From an optimization exercise on the open Yosys and OpenROAD flow, aimed at small area, a short achievable clock period and few clock cycles per item; shortcuts taken in it are not production practice. RTL that was checked went through simulation tests only; none was proved equivalent to the original.

## build 44
## rgb_to_hue_saturation_top
module rgb_to_hue_saturation_top (
    input  logic       i_clk,
    input  logic       i_rst_n,
    input  logic       i_valid,
    output logic       o_ready,
    input  logic [7:0] i_red,
    input  logic [7:0] i_green,
    input  logic [7:0] i_blue,
    output logic       o_valid,
    input  logic       i_ready,
    output logic [7:0] o_hue,
    output logic [7:0] o_saturation
);
    logic w_en;
    logic [9:0] r_vld;
    logic [0:0] w_c_rg_0;
    logic [0:0] w_c_rb_0;
    logic [0:0] w_c_gb_0;
    logic [7:0] r1_B;
    logic [7:0] r1_G;
    logic [7:0] r1_R;
    logic [0:0] r1_c_gb;
    logic [0:0] r1_c_rb;
    logic [0:0] r1_c_rg;
    logic [0:0] w_rmx_0;
    logic [0:0] w_gmx_0;
    logic [2:0] w_j_0;
    logic [7:0] w_vmx_0;
    logic [7:0] w_vmn_0;
    logic [7:0] w_vmd_0;
    logic [0:0] w_odd_0;
    logic [7:0] w_ra_0;
    logic [7:0] w_rb_0;
    logic [7:0] w_d_0;
    logic [7:0] w_rp_0;
    logic [0:0] w_nzd_0;
    logic [0:0] w_nzr_0;
    logic [7:0] w_mx_0;
    logic [7:0] r2_d;
    logic [2:0] r2_j;
    logic [7:0] r2_mx;
    logic [0:0] r2_nzd;
    logic [0:0] r2_nzr;
    logic [7:0] r2_rp;
    logic [2:0] w_cs_0;
    logic [2:0] w_ch_0;
    logic [0:0] w_hl1_0;
    logic [0:0] w_hl2_0;
    logic [0:0] w_hl3_0;
    logic [0:0] w_hl4_0;
    logic [0:0] w_hl5_0;
    logic [0:0] w_hl6_0;
    logic [8:0] w_hh9_0;
    logic [8:0] w_sh9_0;
    logic [9:0] w_hdf_0;
    logic [9:0] w_sdf_0;
    logic [0:0] w_hq7_0;
  ...
For scale: roughly 1,900 cells after synthesis, roughly 46 I/O pins, roughly 0.023 mm² of cells after synthesis.
Settings: LEC_CHECK=0, ABC_CLOCK_PERIOD_IN_PS=3000, CAP_MARGIN=20, CORE_MARGIN=2, CORE_UTILIZATION=40, CTS_BUF_LIST=sky130_fd_sc_hd__clkbuf_4 sky130_fd_sc_hd__clkbuf_8, SETUP_SLACK_MARGIN=2.5, SLEW_MARGIN=20; clock period 5.5 ns.
run.sh (not shown) runs the stock make flow with config.mk's settings and CLKGATE_MAP_FILE= SYNTH_SCRIPT=/design/flow/synth_recipe.tcl, a recipe that flattens the netlist after the stock synthesis.
Testbench counts of build 44, summed over its fixed seeds: cycles 16,080, items 16,000.
Input changes introduced in build 19 (baseline for comparison: build 44):
- ABC_CLOCK_PERIOD_IN_PS no longer set, was 3000
- CTS_CLUSTER_DIAMETER now 80, previously not set
- CTS_CLUSTER_SIZE now 20, previously not set
- SETUP_SLACK_MARGIN now 2.7, was 2.5
==> notes.md <==
- From build 44 to build 19 the numbers moved as follows: post-detailed-routing wire length now sits lower; worst slew margin relative to its limit rose 6.3 points.
- Build 19 vs build 44: post-layout instance area down slightly
- In build 19 the largest net degree at the start of global routing turned out 10 higher than in build 44.
- The global routing usage summed across all routing layers of build 19 is lower than that of build 44.
- In build 19, the global-route wire length before repair came out 0.34% below the value in build 44.
- Against build 44 as the reference, build 19 delivers a lower layout inverter count without the clock tree.
- Relative to build 44, build 19 improves final critical-path setup slack.
Edits applied to the flow inputs when going from build 19 to build 18:
- SETUP_SLACK_MARGIN now 2.6, was 2.7
- PLACE_DENSITY now 0.8, previously not set
- CORE_UTILIZATION now 55, was 40
Findings:
Relative to build 19, the average vias per placed instance of build 18 is higher by about 11%. Fill cell instance count of the final layout, build 18 and build 19: lower on build 18. Build 18 finished end to end and its layout was clean on timing, DRC and antenna.

## JK
Starting RTL as in the previous note.
## rgb_to_hue_saturation_top
module rgb_to_hue_saturation_top (
    input  logic       i_clk,
    input  logic       i_rst_n,
    input  logic       i_valid,
    output logic       o_ready,
    input  logic [7:0] i_red,
    input  logic [7:0] i_green,
    input  logic [7:0] i_blue,
    output logic       o_valid,
    input  logic       i_ready,
    output logic [7:0] o_hue,
    output logic [7:0] o_saturation
);
    logic w_en;
    logic [9:0] r_vld;
    logic [0:0] w_c_rg_0;
    logic [0:0] w_c_rb_0;
    logic [0:0] w_c_gb_0;
    logic [7:0] r1_B;
    logic [7:0] r1_G;
    logic [7:0] r1_R;
    logic [0:0] r1_c_gb;
    logic [0:0] r1_c_rb;
    logic [0:0] r1_c_rg;
    logic [0:0] w_rmx_0;
    logic [0:0] w_gmx_0;
    logic [2:0] w_j_0;
    logic [7:0] w_vmx_0;
    logic [7:0] w_vmn_0;
    logic [7:0] w_vmd_0;
    logic [0:0] w_odd_0;
    logic [7:0] w_ra_0;
    logic [7:0] w_rb_0;
    logic [7:0] w_d_0;
    logic [7:0] w_rp_0;
    logic [0:0] w_nzd_0;
    logic [0:0] w_nzr_0;
    logic [7:0] w_mx_0;
    logic [7:0] r2_d;
    logic [2:0] r2_j;
    logic [7:0] r2_mx;
    logic [0:0] r2_nzd;
    logic [0:0] r2_nzr;
    logic [7:0] r2_rp;
    logic [2:0] w_cs_0;
    logic [2:0] w_ch_0;
    logic [0:0] w_hl1_0;
    logic [0:0] w_hl2_0;
    logic [0:0] w_hl3_0;
    logic [0:0] w_hl4_0;
    logic [0:0] w_hl5_0;
    logic [0:0] w_hl6_0;
    logic [8:0] w_hh9_0;
    logic [8:0] w_sh9_0;
    logic [9:0] w_hdf_0;
    logic [9:0] w_sdf_0;
    logic [0:0] w_hq7_0;
    logic [0:0] w_sq7_0;
    logic [7:0] w_hr7_0;
    logic [7:0] w_sr7_0;
    logic [8:0] w_hh9_1;
    logic [7:0] w_sr_0;
    logic [2:0] w_hm_0;
    logic [7:0] r3_d;
    logic [8:0] r3_hh9;
    logic [0:0] r3_hl1;
    logic [0:0] r3_hl2;
    logic [0:0] r3_hl3;
    logic [0:0] r3_hl4;
    logic [0:0] r3_hl5;
    logic [2:0] r3_hm;
    logic [2:0] r3_j;
    logic [7:0] r3_mx;
    logic [0:0] r3_sq7;
    logic [7:0] r3_sr;
    logic [8:0] w_sh9_1;
    logic [9:0] w_hdf_1;
    logic [9:0] w_sdf_1;
    logic [0:0] w_hq6_0;
    logic [0:0] w_sq6_0;
    logic [7:0] w_hr6_0;
    logic [7:0] w_sr6_0;
  ...
Settings: LEC_CHECK=0, CAP_MARGIN=20, CORE_MARGIN=2, CORE_UTILIZATION=40, CTS_BUF_LIST=sky130_fd_sc_hd__clkbuf_4 sky130_fd_sc_hd__clkbuf_8, CTS_CLUSTER_DIAMETER=80, CTS_CLUSTER_SIZE=20, SETUP_SLACK_MARGIN=2.6, SLEW_MARGIN=20, TNS_END_PERCENT=20; clock period 5.5 ns.
Testbench counts of JK, summed over its fixed seeds: cycles 16,080, items 16,000.
diff inputs: JK => MS
- TNS_END_PERCENT removed (was 20)
- SETUP_SLACK_MARGIN changed from 2.6 to 2.2
- ABC_CLOCK_PERIOD_IN_PS newly set to 3300
==> comparison <==
Upper clock frequency limit: MS worse than JK
JK → MS: area after synthesis neither gained nor lost much; utilization went down; count of non-filler cells in the finished layout decreased by 38 relative to the old numbers.
The flow did not stop early for MS: all stages ran, and the layout cleared the timing, design-rule and antenna checks.
Relative to MS, the following input files were edited for AL:
- swapping 2.2 for 2.55 in SETUP_SLACK_MARGIN
- clearing ABC_CLOCK_PERIOD_IN_PS, which used to be 3300
==> comparison <==
Initial DRC count (MS / AL): 1.12
Area growth from synthesis to layout was lower in the run labelled MS.
The area of placed instances was comparable across MS and AL.
On final setup slack of the worst path, AL does better than MS.
What TR does differently from AL at the input level:
- swapping 2.55 for 2.5 in SETUP_SLACK_MARGIN
- putting ABC_CLOCK_PERIOD_IN_PS at 3600 where nothing was set
[summary]
Diff AL -> TR: maximum operating frequency lost 1.5%, number of non-clock inverters in the layout picked up an extra 0.38%. Number of buffers outside the clock class in the layout for TR: about 19% down relative to AL. Against AL, via count of the first global-routing pass in TR fell by a few percent. Comparing TR against AL, there is no change at all in number of sequential storage elements. TR vs. AL: cell area after layout went down by 1.3%. Summary of TR over AL: setup slack decreased by 0.043 ns relative to the old numbers, first-pass GRT wire length decreased by 0.91% relative to the old numbers, sequential share of layout area increased by 0.65 points relative to the old numbers.
Input-level comparison between PW and TR:
- clearing ABC_CLOCK_PERIOD_IN_PS, which used to be 3600
- putting TNS_END_PERCENT at 5 where nothing was set
- swapping 2.5 for 2.8 in SETUP_SLACK_MARGIN
- As far as fmax is concerned, TR and PW perform about the same.
- Density: PW denser than TR
- [PW] fraction of cell area in non-clock buffers rose 0.35 points relative to TR
- PW falls short of TR in via count.
- Going from TR to PW, cell area after layout shows an increase of 1.2%; first-pass GRT wire length +1400 um.

== the reference run ==
rgb_to_hue_saturation_top, a different RTL version from the one above (not shown whole).
Size: about 1800 cells after synthesis, roughly 46 I/O pins, ~0.022 mm2 of cells after synthesis.
clock: 5.5 ns
lec_check: 0
abc_clock_period_in_ps: 2750
cap_margin: 20
core_margin: 2
core_utilization: 40
cts_buf_list: sky130_fd_sc_hd__clkbuf_4 sky130_fd_sc_hd__clkbuf_8
setup_slack_margin: 2.75
slew_margin: 20
### the reference run -> the trial run
Settings: swapping 2.75 for 2.6 in SETUP_SLACK_MARGIN; clearing ABC_CLOCK_PERIOD_IN_PS, which used to be 2750; putting CTS_CLUSTER_SIZE at 20 where nothing was set; putting CTS_CLUSTER_DIAMETER at 80 where nothing was set.
Results
Re number of ordinary and repair buffers in the finished layout: the reference run was higher than the trial run.
The trial run vs the reference run on via count: the trial run is the lower one.
Going from the reference run to the trial run, the layout cell share with drive strength beyond 1 was found to have gone down by 5.0 points.
In the trial run, the final worst-path setup slack came out 0.16 ns below the value in the reference run.
The trial run vs the reference run: post-route core utilization down
The trial run vs the reference run, critical path endpoint: r9_hB[7] vs r9_hB[5]
Global routing met3 resource utilization in the trial run vs the reference run: down 0.93 points
Going from the reference run to the trial run, the wire length was found to have gone down by about 5.4%.
In the trial run, the average wire per standard cell came out about 2% below the value in the reference run.
Function was not checked in any run of this note: the RTL went through the layout flow alone.

## separate check: timing with driven ports
The flow's constraints put no driver on any port. The routed layouts listed below were extracted and timed again, unchanged, in two steps.
Step 1, drivers: a clkbuf_16 drives i_clk and a buf_2 each remaining input, both assumed.
Step 2 moves the port delays by t, midway between the first and last clock arrival at a register: inputs arrive t later, outputs are due t later. That takes back most of the time a late clock gives input paths.
a / b / c = no drivers / after step 1 / after step 2; a / b = the first two.
| run | shift t [ns] | setup slack, ns | worst setup path at the end | worst slew at a driven data input, ns |
|---|---|---|---|---|
| build 44 | 0.674 | 2.468 / 2.468 / 2.385 | input to register | 0.03 |
| build 19 | 0.692 | 2.589 / 2.589 / 2.389 | input to register | 0.03 |
| build 18 | 0.651 | 2.454 / 2.454 / 2.386 | input to register | 0.03 |
| JK | 0.685 | 2.545 / 2.529 / 2.386 | input to register | 0.03 |
| MS | 0.689 | 2.287 / 2.267 / 2.267 | input to output | 0.03 |
| AL | 0.680 | 2.596 / 2.583 / 2.259 | input to register | 0.03 |
| TR | 0.687 | 2.552 / 2.533 / 2.384 | input to register | 0.03 |
| PW | 0.686 | 2.556 / 2.556 / 2.389 | input to register | 0.03 |
| the reference run | 0.680 | 2.424 / 2.424 / 2.315 | input to register | 0.04 |
| the trial run | 0.702 | 2.266 / 2.266 / 2.257 | input to register | 0.03 |
After both steps every run listed still meets setup and hold. For AL, which loses most, drivers alone change the setup slack by -0.013 ns; drivers and shift together by -0.337 ns.
